Source: an optimization exercise on an open RTL-to-GDS flow (aim: a short achievable clock period and few clock cycles per item). Production flows keep margins and buffers that such runs may drop.
Only simulation tests tie the RTL to the original design; equivalence was not proved.

$ cat flow/config.mk
export PLATFORM = sky130hd
export DESIGN_NAME = iir_filter_transposed_df2
export DESIGN_NICKNAME = iir_filter_transposed_df2
export VERILOG_FILES = /design/flow/design.v
export SDC_FILE = /design/flow/constraint.sdc
export NUM_CORES = 4
export LEC_CHECK = 0
export CAP_MARGIN = 20
export CORE_MARGIN = 2
export CORE_UTILIZATION = 40
export PLACE_DENSITY = 0.6
export SLEW_MARGIN = 20
$ cat flow/run.sh
#!/bin/bash
# synth_recipe.tcl (not shown) runs the flow's synth.tcl, then flattens the netlist and writes it again
# the make line also repeats each setting of config.mk as NAME=value (left out here)
make -C /OpenROAD-flow-scripts/flow DESIGN_CONFIG=/design/flow/config.mk WORK_HOME=/design/flow/orfs CLKGATE_MAP_FILE= SYNTH_SCRIPT=/design/flow/synth_recipe.tcl finish
$ cat flow/constraint.sdc
create_clock -name core_clock -period 9.0 [get_ports {clk_i}]
set_input_delay 1.8000 -clock core_clock [delete_from_list [all_inputs] [get_ports {clk_i}]]
set_output_delay 1.8000 -clock core_clock [all_outputs]
set_load 0.01 [all_outputs]
$ cat flow/design.v
package iirt_pkg;
  localparam int unsigned NCOEF = 7;
  typedef logic signed [15:0] sample_t;
  typedef logic signed [17:0] coef_t;
  typedef logic signed [34:0] prod_t;    
  typedef logic signed [41:0] acc_t;
  typedef logic signed [39:0] dly_t;
  localparam coef_t B0_RESET = 18'sd16384;
  localparam dly_t  DW_MAX   = {1'b0, {39{1'b1}}};
  localparam dly_t  DW_MIN   = {1'b1, {39{1'b0}}};
  localparam prod_t RND_HALF = 35'sd8192;
  typedef enum logic [2:0] {
    REG_B0,
    REG_B1,
    REG_B2,
    REG_B3,
    REG_A1,
    REG_A2,
    REG_A3
  } reg_idx_e;
  function automatic dly_t sat40(input acc_t v);
    if (v[41:39] == 3'b000 || v[41:39] == 3'b111) begin
      sat40 = v[39:0];
    end else if (v[41]) begin
      sat40 = DW_MIN;
    end else begin
      sat40 = DW_MAX;
    end
  endfunction
endpackage
module iirt_seq #(
  parameter int unsigned DEPTH = 4
) (
  input  logic              clk_i,
  input  logic              rst_ni,
  input  logic              s_tvalid_i,
  output logic              s_tready_o,
  output logic              accept_o,
  output logic              m_tvalid_o,
  input  logic              m_tready_i,
  output iirt_pkg::sample_t m_tdata_o,
  input  logic              y_valid_i,
  input  iirt_pkg::sample_t y_i
);
  localparam int unsigned PW = $clog2(DEPTH);
  iirt_pkg::sample_t mem_q [DEPTH];
  logic [PW-1:0]     wr_q, rd_q;
  logic [PW:0]       fcnt_q, fcnt_d;    
  logic [PW:0]       icnt_q, icnt_d;    
  logic              rdy_q, vld_q;
  logic              pop;
  assign accept_o = s_tvalid_i && rdy_q;
  assign pop      = vld_q && m_tready_i;
  assign fcnt_d   = fcnt_q + (PW+1)'(y_valid_i) - (PW+1)'(pop);
  assign icnt_d   = icnt_q + (PW+1)'(accept_o) - (PW+1)'(pop);
  always_ff @(posedge clk_i or negedge rst_ni) begin
    if (!rst_ni) begin
      wr_q   <= '0;
      rd_q   <= '0;
      fcnt_q <= '0;
      icnt_q <= '0;
      rdy_q  <= 1'b0;
      vld_q  <= 1'b0;
    end else begin
      if (y_valid_i) begin
        wr_q <= wr_q + 1'b1;
      end
      if (pop) begin
        rd_q <= rd_q + 1'b1;
      end
      fcnt_q <= fcnt_d;
      icnt_q <= icnt_d;
      rdy_q  <= (icnt_d < (PW+1)'(DEPTH));
      vld_q  <= (fcnt_d != '0);
    end
  end
  always_ff @(posedge clk_i or negedge rst_ni) begin
    if (!rst_ni) begin
      for (int i = 0; i < DEPTH; i++) begin
        mem_q[i] <= '0;
      end
    end else if (y_valid_i) begin
      mem_q[wr_q] <= y_i;
    end
  end
  assign s_tready_o = rdy_q;
  assign m_tvalid_o = vld_q;
  assign m_tdata_o  = mem_q[rd_q];
endmodule
module iirt_datapath (
  input  logic              clk_i,
  input  logic              rst_ni,
  input  logic              accept_i,
  input  iirt_pkg::sample_t x_i,
  input  logic              cfg_we_i,
  input  logic [2:0]        cfg_idx_i,
  input  iirt_pkg::coef_t   cfg_data_i,
  output logic              y_valid_o,
  output iirt_pkg::sample_t y_o
);
  iirt_pkg::coef_t   coef_q [iirt_pkg::NCOEF];
  logic              v1_q;
  iirt_pkg::sample_t x1_q;
  logic              v2_q;
  iirt_pkg::prod_t   h2_q;    
  iirt_pkg::prod_t   g2_q;    
  iirt_pkg::prod_t   r2_q;    
  iirt_pkg::prod_t   e2_q;    
  iirt_pkg::coef_t   fa1_q, fa2_q, fa3_q;
  iirt_pkg::sample_t yp_q;
  iirt_pkg::prod_t   gp_q, rp_q, ep_q;
  iirt_pkg::dly_t    w1p_q, w2p_q;
  iirt_pkg::coef_t   a1p_q, a2p_q, a3p_q;
  iirt_pkg::acc_t    sum_y, sum_w1, sum_w2;
  iirt_pkg::sample_t y_d;
  always_ff @(posedge clk_i or negedge rst_ni) begin
    if (!rst_ni) begin
      for (int i = 0; i < iirt_pkg::NCOEF; i++) begin
        coef_q[i] <= (i == int'(iirt_pkg::REG_B0)) ? iirt_pkg::B0_RESET : '0;
      end
    end else if (cfg_we_i && (cfg_idx_i < 3'(iirt_pkg::NCOEF))) begin
      coef_q[cfg_idx_i] <= cfg_data_i;
    end
  end
  always_ff @(posedge clk_i or negedge rst_ni) begin
    if (!rst_ni) begin
      v1_q <= 1'b0;
      x1_q <= '0;
    end else begin
      v1_q <= accept_i;
      if (accept_i) begin
        x1_q <= x_i;
      end
    end
  end
  always_ff @(posedge clk_i or negedge rst_ni) begin
    if (!rst_ni) begin
      v2_q  <= 1'b0;
      h2_q  <= '0;
      g2_q  <= '0;
      r2_q  <= '0;
      e2_q  <= '0;
      fa1_q <= '0;
      fa2_q <= '0;
      fa3_q <= '0;
    end else begin
      v2_q <= v1_q;
      if (v1_q) begin
        h2_q  <= coef_q[iirt_pkg::REG_B0] * x1_q + iirt_pkg::RND_HALF;
        g2_q  <= coef_q[iirt_pkg::REG_B1] * x1_q;
        r2_q  <= coef_q[iirt_pkg::REG_B2] * x1_q;
        e2_q  <= coef_q[iirt_pkg::REG_B3] * x1_q;
        fa1_q <= coef_q[iirt_pkg::REG_A1];
        fa2_q <= coef_q[iirt_pkg::REG_A2];
        fa3_q <= coef_q[iirt_pkg::REG_A3];
      end
    end
  end
  always_comb begin
    sum_y  = iirt_pkg::acc_t'(h2_q) + iirt_pkg::acc_t'(gp_q) + iirt_pkg::acc_t'(w1p_q)
           - iirt_pkg::acc_t'(a1p_q * yp_q);
    sum_w1 = iirt_pkg::acc_t'(rp_q) + iirt_pkg::acc_t'(w2p_q) - iirt_pkg::acc_t'(a2p_q * yp_q);
    sum_w2 = iirt_pkg::acc_t'(ep_q) - iirt_pkg::acc_t'(a3p_q * yp_q);
    if (sum_y[41:29] == '0 || sum_y[41:29] == '1) begin
      y_d = sum_y[29:14];
    end else if (sum_y[41]) begin
      y_d = 16'sh8000;
    end else begin
      y_d = 16'sh7fff;
    end
  end
  always_ff @(posedge clk_i or negedge rst_ni) begin
    if (!rst_ni) begin
      yp_q  <= '0;
      gp_q  <= '0;
      rp_q  <= '0;
      ep_q  <= '0;
      w1p_q <= '0;
      w2p_q <= '0;
      a1p_q <= '0;
      a2p_q <= '0;
      a3p_q <= '0;
    end else if (v2_q) begin
      yp_q  <= y_d;
      gp_q  <= g2_q;
      rp_q  <= r2_q;
      ep_q  <= e2_q;
      w1p_q <= iirt_pkg::sat40(sum_w1);
      w2p_q <= iirt_pkg::sat40(sum_w2);
      a1p_q <= fa1_q;
      a2p_q <= fa2_q;
      a3p_q <= fa3_q;
    end
  end
  assign y_valid_o = v2_q;
  assign y_o       = y_d;
endmodule
module iir_filter_transposed_df2
#(
  parameter int unsigned TAPS = 4
) (
  input  logic                clk_i,
  input  logic                rst_ni,
  input  logic                s_tvalid_i,
  output logic                s_tready_o,
  input  logic signed [15:0]  s_tdata_i,    
  output logic                m_tvalid_o,
  input  logic                m_tready_i,
  output logic signed [15:0]  m_tdata_o,    
  input  logic                cfg_we_i,
  input  logic [2:0]          cfg_idx_i,
  input  logic signed [17:0]  cfg_data_i
);
  logic              accept;
  logic              y_valid;
  iirt_pkg::sample_t y;
  iirt_seq u_seq (
    .clk_i      (clk_i),
    .rst_ni     (rst_ni),
    .s_tvalid_i (s_tvalid_i),
    .s_tready_o (s_tready_o),
    .accept_o   (accept),
    .m_tvalid_o (m_tvalid_o),
    .m_tready_i (m_tready_i),
    .m_tdata_o  (m_tdata_o),
    .y_valid_i  (y_valid),
    .y_i        (y)
  );
  iirt_datapath u_datapath (
    .clk_i      (clk_i),
    .rst_ni     (rst_ni),
    .accept_i   (accept),
    .x_i        (s_tdata_i),
    .cfg_we_i   (cfg_we_i),
    .cfg_idx_i  (cfg_idx_i),
    .cfg_data_i (cfg_data_i),
    .y_valid_o  (y_valid),
    .y_o        (y)
  );
endmodule
==> summary.txt <==
## worst max-delay path, delay by kind of cell (launching register included)
| kind | cells | cell delay (ps) |
|---|---|---|
| adders and majority gates | 8 | 3250 |
| muxes | 1 | 300 |
| and+or+nand+nor | 7 | 1020 |
| AOI/OAI and AO/OA | 16 | 2690 |
| buffers and inverters | 10 | 1180 |
| DFF | 1 | 440 |
| xor gates and xnor gates | 1 | 190 |
## through the flow
step,std cells,util (%),cell area (sq um),setup slack (ps)
floorplan,11200,-,110000,12.9
global placement,14900,42.8,117000,-768
detailed placement,14900,42.8,117000,-633
CTS,15100,44.3,121000,-3.77
global route,15100,44.6,122000,-493
finish,15100,44.6,122000,-216
## layer usage
layer | wire [microns] | share of wire [%]
met5 | 39 | 0.012
met4 | 9230 | 2.9
met3 | 17700 | 5.6
met2 | 149000 | 47
met1 | 140000 | 44
## worst paths after layout
path / startpoint / to / slack [ps] / cells after the start
max: u_datapath.a1p_q[5] / u_seq.mem_q[0][3] / -220 / 43
min: u_datapath.e2_q[17] / u_datapath.ep_q[17] / 460 / 2
max reg2reg: u_datapath.a1p_q[5] / u_seq.mem_q[0][3] / -220 / 43
min reg2reg: u_datapath.e2_q[17] / u_datapath.ep_q[17] / 460 / 2
max in group asynchronous: rst_ni / u_datapath.x1_q[5] / 6050 / 3
min in group asynchronous: rst_ni / u_seq.mem_q[3][14] / 1060 / 1
## what timing repair did
item                       4_1_cts  5_1_grt
pin swaps                       78       78
cloned                           6        2
setup buffers                   45       18
setup endpoints to repair      115      116
gates resized for setup        180      149
## kinds of logic after synthesis
kind of cell	count (synthesis)	synth area share, %
AND/OR/NAND/NOR	2894	12.8
flip-flops	659	15.0
buffers and inverters	2766	9.47
XOR/XNOR	406	3.24
AO/OA/AOI/OAI	1112	6.80
multiplexers	482	4.92
adder cells (fa/ha/maj)	2915	47.7
## flip-flops by register name, summed over array words and instances (netlist names), 35 cells and up
name and count:
u_datapath.coef_q 126, u_datapath.w2p_q 36, u_datapath.h2_q 35, u_datapath.w1p_q 40, u_seq.mem_q 64
## area by class of cell
cell class                      instances  area share, %
Multi-Input combinational cell       7809           69.0
Sequential cell                       659           13.6
Clock buffer                           98           1.79
Clock inverter                         45          0.528
Inverter                             2293           7.05
Antenna cell                           11         0.0226
Tap cell                             3589           3.68
Timing Repair Buffer                  613           4.41
## cell usage after synthesis (9+ instances only)
cell,instances,share of area [%]
a31oi_1,35,0.20
mux2i_1,23,0.21
a222oi_1,16,0.15
a21boi_0,9,0.062
a21oi_1,324,1.5
or2_2,19,0.11
nor2_1,316,1.1
a221o_1,44,0.40
clkbuf_1,458,1.6
xor2_1,119,0.95
xnor2_1,287,2.3
nand2_1,1257,4.3
or3_1,16,0.091
o211ai_1,21,0.14
nand2b_1,129,0.73
a311oi_1,18,0.14
fa_1,2126,39
o21a_1,35,0.24
buf_2,12,0.055
and3_1,35,0.20
and4_1,9,0.072
dfrtp_1,658,15
nand4_1,36,0.21
o21ai_0,179,0.82
o21bai_1,47,0.32
o31ai_1,26,0.18
mux2_2,459,4.7
nor2b_1,43,0.24
ha_1,789,9.0
a211oi_1,71,0.49
a21o_1,168,1.1
a221oi_1,21,0.17
nor3_1,56,0.26
nor4_1,10,0.057
nand3_1,91,0.41
and2_1,843,4.8
inv_1,2291,7.8
==> summary.md <==
| Metric | Value |
|---|---|
| Met3 usage | 3.19% |
| Final Cycle Share | 102% |
| Post-Syn Instances | 11,200 |
| Post-DR vias/cell | 5.20 |
| Status | failed layout checks |
| Die W | 528 microns |
| Rel. slew slack | 23.9% |
| Number of DRC markers in iteration 0 | 5,475 |
| PortBufs | 59 |
| WP data required | 9530 ps |
| Synth async-reset ratio | 100% |
| CTS root buf | clkbuf_16 |
| Routed vias | 78,600 |
| Avg Inst Size Synth | 9.78 sq um |
| Endpoint class of the critical path | flop |
| Hold_ws | 457 ps |
| Share of cells above drive strength 1 | 12.5% |
| Crit Path Class | reg -> reg |
| Largest net degree at the start of global routing | 154 |
| DRC violations left | 0 |
| Dpl hpwl | 250,000 microns |
| # setup viols final | 75 |
| GR met2 Demand/Resource | 38.4% |
| Total wire length | 316,000 microns |
| Seq/Total Area, Yosys | 15.0% |
| Setup_tns | -11,440 ps |
| Antenna violations before repair | 20 |
| CTS H-tree depth | 3 |
| Met1 usage | 32.2% |
| GR Util All Layers | 23.3% |
| Distinct cells, synth | 86 |
| CP arrival | 9750 ps |
| #FFs+latches synth | 659 |
| Clk buf depth | 3 |
| Commonest cells after routing, fill and taps aside | 2,279 x inv_1, 2,120 x fa_1, 1,255 x nand2_1 |
| Latest clock arrival within the worst-skew pair | 700 ps |
| Syn-to-layout area delta | 11.1% |
| DR WL/cell | 20.9 microns |
| Final hold viol count | 0 |
| Die Ht | 528 microns |
| Nets | 14,400 |
| Most common cell after layout, fill and taps aside | inv_1 |
| TritonCTS clock tree | yes |
| Fin crit period | 9220 ps |
| CTS Buf Count | 80 |
| Final ANT Viol Nets | 0 |
| Grt peak-use layer | met2 |
| Slowest CP cell | fa_1 |
| # clock sinks | 659 |
| CP Launch Type | flop |
| Max-slew violation count | 0 |
| CP max stage delay | 600 ps |
| # hold bufs at CTS | 0 |
| Reg area | 16,500 sq um |
| Clock skew | 41.1 ps |
| Row cnt | 192 |
| Fill cells | 25,800 |
| GPL Wtd Cong | 0.922 |
| Actual slew at the worst max-slew pin | 1140 ps |
| Vias in the first global route | 86,400 |
| Layout check failures | negative setup slack |
| Clk pin slew, worst setup/hold paths | 90 ps |
| Die area | 279,000 sq um |
| Most used cell along the critical path | fa_1 |
| Mapped cell area | 110,000 sq um |
| Starting Density | 40.2% |
| Footprint of the multi-input gates | 84,100 sq um |
| Setup ws final | -216 ps |
| First-pass GRT wire length | 506,000 microns |
| Max_cap viols | 0 |
| Yosys warning count | 4 |
| Min-Delay Path Class | reg -> reg |
| Overflow after GRT | 0 |
| Io pins | 60 |
| Top FF cell, synth | dfrtp_1 |
| Synth Net Count | 14,200 |
| Max FO, Critical Path | 7 |
| Post-synth EDFFs | 0 |
| TritonRoute pass-1 iters | 7 |
| Core ar. | 273,000 sq um |
| RSZ-0062 raised after global routing | yes |
| Maximum clock rate | 109 MHz |
Testbench counts, summed over its fixed seeds: cycles 8,096, items 8,000.

[separate check: timing with driven ports]
In the flow no input, the clock included, has a driving cell. The finished layout below was timed again as built, in two steps. Step 1: set_driving_cell puts a clkbuf_16 on clk_i and a buf_2 on each other input, an assumption about the parent block. Step 2 also shifts input and output timing later by t, the mid clock arrival at the registers, as if the neighbouring blocks saw the same clock. a / b / c = no drivers / after step 1 / after step 2; a / b = the first two.
t, ns: 0.764
setup slack, ns: -0.216 / -0.216 / -0.216
worst setup path at the end: register to register
worst register clock-pin slew, ns: 0.09 / 0.09
The setup slack of this run moves by 0.000 ns with the drivers and by 0.000 ns with both steps.
